Source: an optimization exercise on an open RTL-to-GDS flow (aim: small area and a short achievable clock period). Production flows keep margins and buffers that such runs may drop.

02-22:
==> flow/design.v <==
`timescale 1ns/100ps
`default_nettype none
package fc8_pkg;
    localparam logic [15:0] RAM_BASE  = 16'h0000;
    localparam logic [15:0] RAM_LIMIT = 16'h7FFF;
    localparam logic [15:0] SFR_BASE  = 16'h8000;
    localparam logic [15:0] SFR_LIMIT = 16'h80FF;
    localparam logic [7:0] OPEN_BUS_VALUE = 8'hFF;    
    localparam logic [7:0] SFR_INT_ENABLE     = 8'h00;
    localparam logic [7:0] SFR_INT_STATUS     = 8'h01;
    localparam logic [7:0] SFR_TIMER_CTRL     = 8'h02;
    localparam logic [7:0] SFR_GAMEPAD1       = 8'h03;
    localparam logic [7:0] SFR_GAMEPAD2       = 8'h04;
    localparam logic [7:0] SFR_GAMEPAD_STATUS = 8'h05;
    localparam logic [7:0] SFR_FRAME_COUNT    = 8'h06;
    localparam int INT_BIT_VBLANK = 0;
    localparam int INT_BIT_TIMER  = 1;
    localparam int TIMER_ENABLE_BIT = 7;
    localparam int PRESCALE_BASE = 4;
endpackage
`default_nettype wire
`timescale 1ns/100ps
`default_nettype none
module fc8_frame_timer #(
    parameter int FRAME_CYCLES = 1000
) (
    input  wire   master_clk,
    input  wire   master_rst_n,
    output logic  new_frame
);
    localparam int CNT_W = (FRAME_CYCLES > 1) ? $clog2(FRAME_CYCLES) : 1;
    logic [CNT_W-1:0] frame_cnt;
    logic             frame_end;
    assign frame_end = (frame_cnt == CNT_W'(FRAME_CYCLES - 1));
    always_ff @(posedge master_clk or negedge master_rst_n) begin
        if (!master_rst_n) begin
            frame_cnt <= '0;
            new_frame <= 1'b0;
        end else begin
            new_frame <= frame_end;      
            if (frame_end) begin
                frame_cnt <= '0;
            end else begin
                frame_cnt <= frame_cnt + 1'b1;
            end
        end
    end
endmodule
`default_nettype wire
`timescale 1ns/100ps
`default_nettype none
import fc8_pkg::*;
module fc8_interrupt_controller (
    input  wire         master_clk,
    input  wire         master_rst_n,
    input  wire         new_frame,
    input  wire [1:0]   int_enable,
    input  wire [1:0]   int_enable_nxt,   
    input  wire         timer_enable,
    input  logic [3:0]  timer_prescale,
    input  wire         prescale_chg,    
    input  wire [1:0]   clear_pending,
    output logic [1:0]  pending,
    output logic        nmi_req,
    output logic        irq_req
);
    localparam int TIMER_W = PRESCALE_BASE + 2 ** $bits(timer_prescale) - 1;
    logic [TIMER_W-1:0] timer_cnt;
    logic [TIMER_W-1:0] low_mask;        
    logic               timer_tick;
    logic [1:0]         event_set;
    logic [1:0]         pending_nxt;
    assign low_mask   = ~({TIMER_W{1'b1}} << (PRESCALE_BASE + timer_prescale));
    assign timer_tick = timer_enable && !prescale_chg && (&(timer_cnt | ~low_mask));
    always_ff @(posedge master_clk or negedge master_rst_n) begin
        if (!master_rst_n) begin
            timer_cnt <= '0;
        end else begin
            if (!timer_enable || prescale_chg || timer_tick) begin
                timer_cnt <= '0;     
            end else begin
                timer_cnt <= timer_cnt + 1'b1;
            end
        end
    end
    always_comb begin
        event_set                 = '0;
        event_set[INT_BIT_VBLANK] = new_frame;
        event_set[INT_BIT_TIMER]  = timer_tick;
    end
    assign pending_nxt = event_set | (pending & ~clear_pending);
    always_ff @(posedge master_clk or negedge master_rst_n) begin
        if (!master_rst_n) begin
            pending <= '0;
            nmi_req <= 1'b0;
            irq_req <= 1'b0;
        end else begin
            pending <= pending_nxt;
            nmi_req <= pending_nxt[INT_BIT_VBLANK] & int_enable_nxt[INT_BIT_VBLANK];
            irq_req <= pending_nxt[INT_BIT_TIMER]  & int_enable_nxt[INT_BIT_TIMER];
        end
    end
endmodule
`default_nettype wire
`timescale 1ns/100ps
`default_nettype none
import fc8_pkg::*;
module fc8_sfr_block (
    input  wire          master_clk,
    input  wire          master_rst_n,
    input  logic [7:0]   sfr_offset,
    input  logic [7:0]   sfr_wdata,
    input  wire          sfr_wr,
    output logic [7:0]   sfr_value,      
    input  logic [7:0]   gamepad1_data,
    input  logic [7:0]   gamepad2_data,
    input  wire          gamepad1_connected,
    input  wire          gamepad2_connected,
    input  wire [1:0]    pending,
    input  wire          new_frame,
    output logic [1:0]   int_enable,
    output logic [1:0]   int_enable_nxt,
    output logic         timer_enable,
    output logic         prescale_chg,
    output logic [3:0]   timer_prescale,
    output logic [1:0]   clear_pending
);
    logic [7:0] frame_count;
    always_comb begin
        clear_pending = '0;
        if (sfr_wr && sfr_offset == SFR_INT_STATUS) begin
            clear_pending[INT_BIT_VBLANK] = sfr_wdata[INT_BIT_VBLANK];
            clear_pending[INT_BIT_TIMER]  = sfr_wdata[INT_BIT_TIMER];
        end
    end
    logic ie_wr;
    logic tc_wr;
    assign ie_wr = sfr_wr && sfr_offset == SFR_INT_ENABLE;
    assign tc_wr = sfr_wr && sfr_offset == SFR_TIMER_CTRL;
    always_comb begin
        int_enable_nxt = int_enable;
        if (ie_wr) begin
            int_enable_nxt[INT_BIT_VBLANK] = sfr_wdata[INT_BIT_VBLANK];
            int_enable_nxt[INT_BIT_TIMER]  = sfr_wdata[INT_BIT_TIMER];
        end
    end
    always_ff @(posedge master_clk or negedge master_rst_n) begin
        if (!master_rst_n) begin
            prescale_chg <= 1'b0;
        end else begin
            prescale_chg <= tc_wr && (sfr_wdata[$bits(timer_prescale)-1:0] != timer_prescale);
        end
    end
    always_ff @(posedge master_clk or negedge master_rst_n) begin
        if (!master_rst_n) begin
            int_enable     <= '0;
            timer_enable   <= 1'b0;
            timer_prescale <= '0;
        end else if (sfr_wr) begin
            case (sfr_offset)
                SFR_INT_ENABLE: begin
                    int_enable[INT_BIT_VBLANK] <= sfr_wdata[INT_BIT_VBLANK];
                    int_enable[INT_BIT_TIMER]  <= sfr_wdata[INT_BIT_TIMER];
                end
                SFR_TIMER_CTRL: begin
                    timer_enable   <= sfr_wdata[TIMER_ENABLE_BIT];
                    timer_prescale <= sfr_wdata[$bits(timer_prescale)-1:0];
                end
                default: ;   
            endcase
        end
    end
    always_ff @(posedge master_clk or negedge master_rst_n) begin
        if (!master_rst_n) begin
            frame_count <= '0;
        end else if (new_frame) begin
            frame_count <= frame_count + 1'b1;
        end
    end
    always_comb begin
        sfr_value = '0;
        case (sfr_offset)
            SFR_INT_ENABLE:     sfr_value[1:0] = int_enable;
            SFR_INT_STATUS:     sfr_value[1:0] = pending;
            SFR_TIMER_CTRL: begin
                sfr_value[TIMER_ENABLE_BIT]          = timer_enable;
                sfr_value[$bits(timer_prescale)-1:0] = timer_prescale;
            end
            SFR_GAMEPAD1:       sfr_value = gamepad1_connected ? gamepad1_data : '0;
            SFR_GAMEPAD2:       sfr_value = gamepad2_connected ? gamepad2_data : '0;
            SFR_GAMEPAD_STATUS: sfr_value[1:0] = {gamepad2_connected, gamepad1_connected};
            SFR_FRAME_COUNT:    sfr_value = frame_count;
            default:            sfr_value = '0;
        endcase
    end
endmodule
`default_nettype wire
`timescale 1ns/100ps
`default_nettype none
module fc8_ram (
    input  wire          master_clk,
    input  logic [7:0]   ram_addr,
    input  logic [7:0]   ram_wdata,
    input  wire          ram_wr,
    output logic [7:0]   ram_rdata
);
    logic [15:0] lo;         
    logic [15:0] hi;         
    logic [7:0]  grp [16];   
    assign lo = 16'd1 << ram_addr[3:0];
    assign hi = 16'd1 << ram_addr[7:4];
    for (genvar h = 0; h < 16; h++) begin : g_row
        logic [7:0] col_or [17];
        assign col_or[0] = '0;
        for (genvar l = 0; l < 16; l++) begin : g_col
            logic [7:0] mem;
            always_ff @(posedge master_clk) begin
                if (ram_wr & hi[h] & lo[l]) mem <= ram_wdata;
            end
            assign col_or[l+1] = col_or[l] | (mem & {8{lo[l]}});
        end
        assign grp[h] = col_or[16];
    end
    always_comb begin
        ram_rdata = '0;
        for (int h = 0; h < 16; h++) ram_rdata = ram_rdata | (grp[h] & {8{hi[h]}});
    end
endmodule
`default_nettype wire
`timescale 1ns/100ps
`default_nettype none
import fc8_pkg::*;
module fc8_mmu (
    input  wire          master_clk,
    input  wire          master_rst_n,
    input  logic [15:0]  addr,
    input  logic [7:0]   wdata,
    input  wire          rd_en,
    input  wire          wr_en,
    output logic [7:0]   rdata,
    output logic [7:0]   sfr_offset,
    output logic         sfr_wr,
    input  logic [7:0]   sfr_value,
    output logic [7:0]   ram_addr,
    output logic         ram_wr,
    input  logic [7:0]   ram_rdata       
);
    logic in_ram;
    logic in_sfr;
    logic rd_q;          
    logic [7:0] d_q;     
    assign in_ram     = ~addr[15];
    assign in_sfr     = (addr[15:8] == 8'h80);
    assign sfr_offset = addr[7:0];
    assign sfr_wr     = wr_en & in_sfr;
    assign ram_addr   = addr[7:0];
    assign ram_wr     = wr_en & in_ram;
    always_ff @(posedge master_clk) begin
        d_q <= in_ram ? ram_rdata : (in_sfr ? sfr_value : OPEN_BUS_VALUE);
    end
    always_ff @(posedge master_clk or negedge master_rst_n) begin
        if (!master_rst_n) begin
            rd_q  <= 1'b0;
            rdata <= '0;
        end else begin
            rd_q <= rd_en;
            if (rd_q) rdata <= d_q;
        end
    end
endmodule
`default_nettype wire
`timescale 1ns/100ps
`default_nettype none
import fc8_pkg::*;
module fc8_system #(
    parameter int FRAME_CYCLES = 1000
) (
    input  wire    master_clk,
    input  wire    master_rst_n,
    input  logic [15:0]  addr,
    input  logic [7:0]  wdata,
    input  wire    rd_en,
    input  wire    wr_en,
    output logic [7:0]  rdata,
    input  logic [7:0]  gamepad1_data,
    input  logic [7:0]  gamepad2_data,
    input  wire    gamepad1_connected,
    input  wire    gamepad2_connected,
    output logic   nmi_req,
    output logic   irq_req
);
    logic [7:0]            ram_addr;
    logic                  ram_wr;
    logic [7:0]            ram_rdata;
    logic [7:0]            sfr_offset;
    logic [7:0]            sfr_value;
    logic                  sfr_wr;
    logic [1:0]            int_enable;
    logic [1:0]            int_enable_nxt;
    logic                  prescale_chg;
    logic                  timer_enable;
    logic [3:0]            timer_prescale;
    logic [1:0]            clear_pending;
    logic [1:0]            pending;
    logic                  new_frame;
    fc8_mmu u_mmu (
        .master_clk, .master_rst_n,
        .addr, .wdata, .rd_en, .wr_en, .rdata,
        .sfr_offset, .sfr_wr, .sfr_value,
        .ram_addr, .ram_wr, .ram_rdata
    );
    fc8_ram u_ram (
        .master_clk,
        .ram_addr, .ram_wdata(wdata), .ram_wr, .ram_rdata
    );
    fc8_sfr_block u_sfr_block (
        .master_clk, .master_rst_n,
        .sfr_offset, .sfr_wdata(wdata), .sfr_wr, .sfr_value,
        .gamepad1_data, .gamepad2_data, .gamepad1_connected, .gamepad2_connected,
        .pending, .new_frame,
        .int_enable, .int_enable_nxt, .timer_enable, .prescale_chg, .timer_prescale,
        .clear_pending
    );
    fc8_interrupt_controller u_interrupt_controller (
        .master_clk, .master_rst_n,
        .new_frame, .int_enable, .int_enable_nxt, .timer_enable, .timer_prescale,
        .prescale_chg, .clear_pending,
        .pending, .nmi_req, .irq_req
    );
    fc8_frame_timer #(.FRAME_CYCLES(FRAME_CYCLES)) u_frame_timer (
        .master_clk, .master_rst_n,
        .new_frame
    );
endmodule
`default_nettype wire
export LEC_CHECK = 0
export CAP_MARGIN = 20
export CORE_MARGIN = 2
export CORE_UTILIZATION = 65
export SLEW_MARGIN = 20
create_clock -name core_clock -period 4.0 [get_ports {master_clk}]
run.sh (not shown) runs the stock make flow with config.mk's settings and CLKGATE_MAP_FILE= SYNTH_SCRIPT=/design/flow/synth_recipe.tcl, a recipe that flattens the netlist after the stock synthesis.
Input-level comparison between 09-01 and 02-22:
==> flow/design.v, changed modules only <==
module fc8_ram (
    input  wire          master_clk,
    input  logic [15:0]  lo_q,
    input  logic [15:0]  hi_q,
    input  logic [7:0]   d_q,
    input  wire          wr_q,
    output logic [7:0]   ram_rdata
);
    logic [7:0] grp [16];    
    for (genvar h = 0; h < 16; h++) begin : g_row
        logic [7:0] col_or [17];
        assign col_or[0] = '0;
        for (genvar l = 0; l < 16; l++) begin : g_col
            logic [7:0] mem;
            always_ff @(posedge master_clk) begin
                if (wr_q & hi_q[h] & lo_q[l]) mem <= d_q;
            end
            assign col_or[l+1] = col_or[l] | (mem & {8{lo_q[l]}});
        end
        assign grp[h] = col_or[16];
    end
    always_comb begin
        ram_rdata = '0;
        for (int h = 0; h < 16; h++) ram_rdata = ram_rdata | (grp[h] & {8{hi_q[h]}});
    end
endmodule
module fc8_mmu (
    input  wire          master_clk,
    input  wire          master_rst_n,
    input  logic [15:0]  addr,
    input  logic [7:0]   wdata,
    input  wire          rd_en,
    input  wire          wr_en,
    output logic [7:0]   rdata,
    output logic [7:0]   sfr_offset,
    output logic         sfr_wr,
    input  logic [7:0]   sfr_value,
    output logic [15:0]  lo_q,           
    output logic [15:0]  hi_q,           
    output logic [7:0]   d_q,            
    output logic         wr_q,           
    input  logic [7:0]   ram_rdata       
);
    logic in_ram;
    logic in_sfr;
    logic rd_q;          
    logic ram_src_q;     
    assign in_ram     = ~addr[15];
    assign in_sfr     = (addr[15:8] == 8'h80);
    assign sfr_offset = addr[7:0];
    assign sfr_wr     = wr_en & in_sfr;
    always_ff @(posedge master_clk) begin
        lo_q      <= 16'd1 << addr[3:0];
        hi_q      <= 16'd1 << addr[7:4];
        wr_q      <= wr_en & in_ram;
        ram_src_q <= in_ram;
        d_q       <= wr_en ? wdata : (in_sfr ? sfr_value : OPEN_BUS_VALUE);
    end
    always_ff @(posedge master_clk or negedge master_rst_n) begin
        if (!master_rst_n) begin
            rd_q  <= 1'b0;
            rdata <= '0;
        end else begin
            rd_q <= rd_en;
            if (rd_q) rdata <= ram_src_q ? ram_rdata : d_q;
        end
    end
endmodule
module fc8_system #(
    parameter int FRAME_CYCLES = 1000
) (
    input  wire    master_clk,
    input  wire    master_rst_n,
    input  logic [15:0]  addr,
    input  logic [7:0]  wdata,
    input  wire    rd_en,
    input  wire    wr_en,
    output logic [7:0]  rdata,
    input  logic [7:0]  gamepad1_data,
    input  logic [7:0]  gamepad2_data,
    input  wire    gamepad1_connected,
    input  wire    gamepad2_connected,
    output logic   nmi_req,
    output logic   irq_req
);
    logic [15:0]           lo_q;
    logic [15:0]           hi_q;
    logic [7:0]            d_q;
    logic                  wr_q;
    logic [7:0]            ram_rdata;
    logic [7:0]            sfr_offset;
    logic [7:0]            sfr_value;
    logic                  sfr_wr;
    logic [1:0]            int_enable;
    logic [1:0]            int_enable_nxt;
    logic                  prescale_chg;
    logic                  timer_enable;
    logic [3:0]            timer_prescale;
    logic [1:0]            clear_pending;
    logic [1:0]            pending;
    logic                  new_frame;
    fc8_mmu u_mmu (
        .master_clk, .master_rst_n,
        .addr, .wdata, .rd_en, .wr_en, .rdata,
        .sfr_offset, .sfr_wr, .sfr_value,
        .lo_q, .hi_q, .d_q, .wr_q, .ram_rdata
    );
    fc8_ram u_ram (
        .master_clk,
        .lo_q, .hi_q, .d_q, .wr_q, .ram_rdata
    );
    fc8_sfr_block u_sfr_block (
        .master_clk, .master_rst_n,
        .sfr_offset, .sfr_wdata(wdata), .sfr_wr, .sfr_value,
        .gamepad1_data, .gamepad2_data, .gamepad1_connected, .gamepad2_connected,
        .pending, .new_frame,
        .int_enable, .int_enable_nxt, .timer_enable, .prescale_chg, .timer_prescale,
        .clear_pending
    );
    fc8_interrupt_controller u_interrupt_controller (
        .master_clk, .master_rst_n,
        .new_frame, .int_enable, .int_enable_nxt, .timer_enable, .timer_prescale,
        .prescale_chg, .clear_pending,
        .pending, .nmi_req, .irq_req
    );
    fc8_frame_timer #(.FRAME_CYCLES(FRAME_CYCLES)) u_frame_timer (
        .master_clk, .master_rst_n,
        .new_frame
    );
endmodule
--- outcome ---
- The higher filler-free cell count of the finished design of 09-01 and 02-22 is in 02-22.
- Delta (09-01 minus 02-22): clock buffer count from CTS went up 1.0%; post-synthesis compound-gate area fraction went up 0.25 points; wire length of the first global-routing pass went down 26%; path length in cells of the critical path went down 2.
Function was not checked in any run of this note: the RTL went through the layout flow alone.

## afterwards: timing with drivers on the ports
No port has a modelled driver above. Below, the same layouts with a new extraction and two added sets of constraints. Step 1: set_driving_cell puts a clkbuf_16 on master_clk and a buf_2 on each other input, an assumption about the parent block. Step 2 adds t to the input delays and takes it off the output delays; t is the mean of the earliest and latest rising clock arrival at the registers after step 1. Input paths then give back, and output paths get back, about the clock's delay inside the block. Three values: ideal ports, drivers, drivers and shift; two values: the first two.
| run | t, ns | slack for setup (ns) | latest minus earliest clock arrival (ns) | pins driven straight from the clock port |
|---|---|---|---|---|
| 02-22 | 0.931 | 0.148 / 0.191 / -0.740 | 0.045 / 0.045 | 1 |
| 09-01 | 0.905 | 0.372 / 0.372 / 0.372 | 0.030 / 0.031 | 1 |
With both steps, setup timing fails in 02-22, where it was met with ideal ports. For 02-22, which loses most, drivers alone change the setup slack by +0.043 ns; drivers and shift together by -0.888 ns.
